What follows belongs to an exercise in optimizing a design on an open flow for a short achievable clock period and few clock cycles; a production flow would make more cautious choices. The RTL was checked by simulation tests, not by an equivalence proof against the original design. No activity file was given, so power comes from the tool's default toggle rates.

v48:
// cpu_core
module cpu_core (
    input  logic            clk,
    input  logic            rst,
    output cpu_pkg::addr_t  o_inst_addr,
    input  cpu_pkg::word_t  i_inst,
    input  logic            i_inst_valid,
    output cpu_pkg::addr_t  o_data_addr,
    input  cpu_pkg::word_t  i_data_in,
    output cpu_pkg::word_t  o_data_out,
    output logic            o_data_we,
    output logic            o_data_rd,
    input  logic            i_data_ready
);
Size: ~8900 cells after synthesis, ~0.077 mm2 of cells after synthesis.
export LEC_CHECK = 0
export ABC_AREA = 1
export CAP_MARGIN = 20
export CORE_MARGIN = 2
export CORE_UTILIZATION = 40
export SETUP_SLACK_MARGIN = 5
export SLEW_MARGIN = 20
export TNS_END_PERCENT = 100
create_clock -name core_clock -period 8.0 [get_ports {clk}]
standard.sh (not shown) runs the stock make flow with config.mk's settings and CLKGATE_MAP_FILE= SYNTH_SCRIPT=/design/flow/synth_recipe.tcl, a recipe that flattens the netlist after the stock synthesis.
==> flow/flow/run.sh <==
#!/bin/bash
# Layout: the standard flow (standard.sh, unchanged synthesis and steps),
# except that the port buffers buffer_ports inserts are sky130_fd_sc_hd__buf_4
# rather than the cell it picks by default (a clkdlybuf4s50_1 delay buffer).
# make's full output goes to flow_make.log here; ORFS's own logs stay under orfs/logs.
set -euo pipefail
export BUFFER_PORTS_ARGS="-buffer_cell sky130_fd_sc_hd__buf_4"
bash standard.sh finish > flow_make.log 2>&1
v48 ran to completion and came out clean on the timing, DRC and antenna checks.
Testbench counts of v48, summed over its fixed seeds: cycles 15,692.
Relative to v48, the following input files were edited for v53:
- changing CORE_UTILIZATION from 40 to 35
==> run notes <==
When v53 is set beside v48, its post-route minimum period turns out to be 0.15 ns smaller.
Delta (v53 minus v48): number of clock buffers in the layout saw an increase, overall die area shows an increase of about 14%.
Total power consumption of the routed design deteriorates in v53 relative to v48.
Status: routed wire length parity (v48, v53)
Overall via count from detail_route: v53 better than v48
v53 ended with less fraction of the core area covered by cells at the end of the flow than v48.
Relative to v53, the following input files were edited for v13:
- swapping 35 for 40 in CORE_UTILIZATION
==> flow/run.sh (new file) <==
#!/bin/bash
# synth_recipe.tcl (not shown) runs the flow's synth.tcl, then flattens the netlist and writes it again
# the make line also repeats each setting of config.mk as NAME=value (left out here)
make -C /OpenROAD-flow-scripts/flow DESIGN_CONFIG=/design/flow/config.mk WORK_HOME=/design/flow/orfs CLKGATE_MAP_FILE= SYNTH_SCRIPT=/design/flow/synth_recipe.tcl finish
removed: flow/flow/run.sh
removed: flow/standard.sh
==> comparison <==
Re post-route clock period utilization: v13 and v53 aren't equal, and the higher value belongs to v53. Between v13 and v53, it is v13 whose cell count is lower, by 232. The final layout from v13, which completed every stage, passed the timing, DRC and antenna checks at the end of the flow. Diff v13 and v53: met2 usage higher in v13.

cpu_core, a different RTL version from the one above (not shown whole).
Size: about 1400 flip-flops, about 170 I/O pins, about 0.073 mm2 of cells after synthesis.
// cpu_core
module cpu_core (
    input  logic            clk,
    input  logic            rst,
    output cpu_pkg::addr_t  o_inst_addr,
    input  cpu_pkg::word_t  i_inst,
    input  logic            i_inst_valid,
    output cpu_pkg::addr_t  o_data_addr,
    input  cpu_pkg::word_t  i_data_in,
    output cpu_pkg::word_t  o_data_out,
    output logic            o_data_we,
    output logic            o_data_rd,
    input  logic            i_data_ready
);
clock: 8.0 ns
lec_check: 0
abc_area: 1
cap_margin: 30
core_margin: 2
core_utilization: 40
setup_slack_margin: 5
slew_margin: 30
tns_end_percent: 100
run.sh (not shown) runs the stock make flow with config.mk's settings and CLKGATE_MAP_FILE= SYNTH_SCRIPT=/design/flow/synth_recipe.tcl, a recipe that flattens the netlist after the stock synthesis.
Stock flow here: none of the scripts above is used.
The baseline completed with no timing, DRC or antenna violations.
Testbench counts at the start, summed over its fixed seeds: cycles 15,692.
Rerun with:
- CAP_MARGIN: 30 -> 20
- SLEW_MARGIN: 30 -> 20
=>
- sequential cell count stays the same
- routed wire length fell by 1.7%
- register-to-register slack barely changes
- sequential power is about the same
- via count fell by 1.3%
- count of clock-buffer cells in the layout fell by 9

-- static timing again, ports no longer ideal --
No port has a modelled driver above. Below, the same layouts with a new extraction and two added sets of constraints. Step 1 assumes that a clkbuf_16 drives the clock port and a buf_2 every other input. Step 2, shift: input delay + t, output delay - t, t = (earliest + latest rising clock arrival at the registers) / 2. This alone moves slack from input paths to output paths. a / b / c = ideal ports / drivers / drivers and shift; a / b = the first two.
run	shift t [ns]	setup WS [ns]	hold slack, ns	worst data-port slew with drivers (ns)
v48	0.956	4.318 / 4.331 / 3.376	0.469 / 0.469 / 0.469	0.29
v53	0.945	4.472 / 4.482 / 3.540	0.467 / 0.467 / 0.467	0.22
v13	0.956	4.584 / 4.561 / 3.606	0.468 / 0.468 / 0.468	0.24
the first run of note 2	0.953	4.307 / 4.306 / 3.354	0.431 / 0.431 / 0.431	0.24
the second run of note 2	0.912	4.356 / 4.359 / 3.446	0.431 / 0.431 / 0.431	0.29
After both steps every run listed still meets setup and hold. The setup slack of v13, which loses most, moves by -0.023 ns with the drivers and by -0.978 ns with both steps.
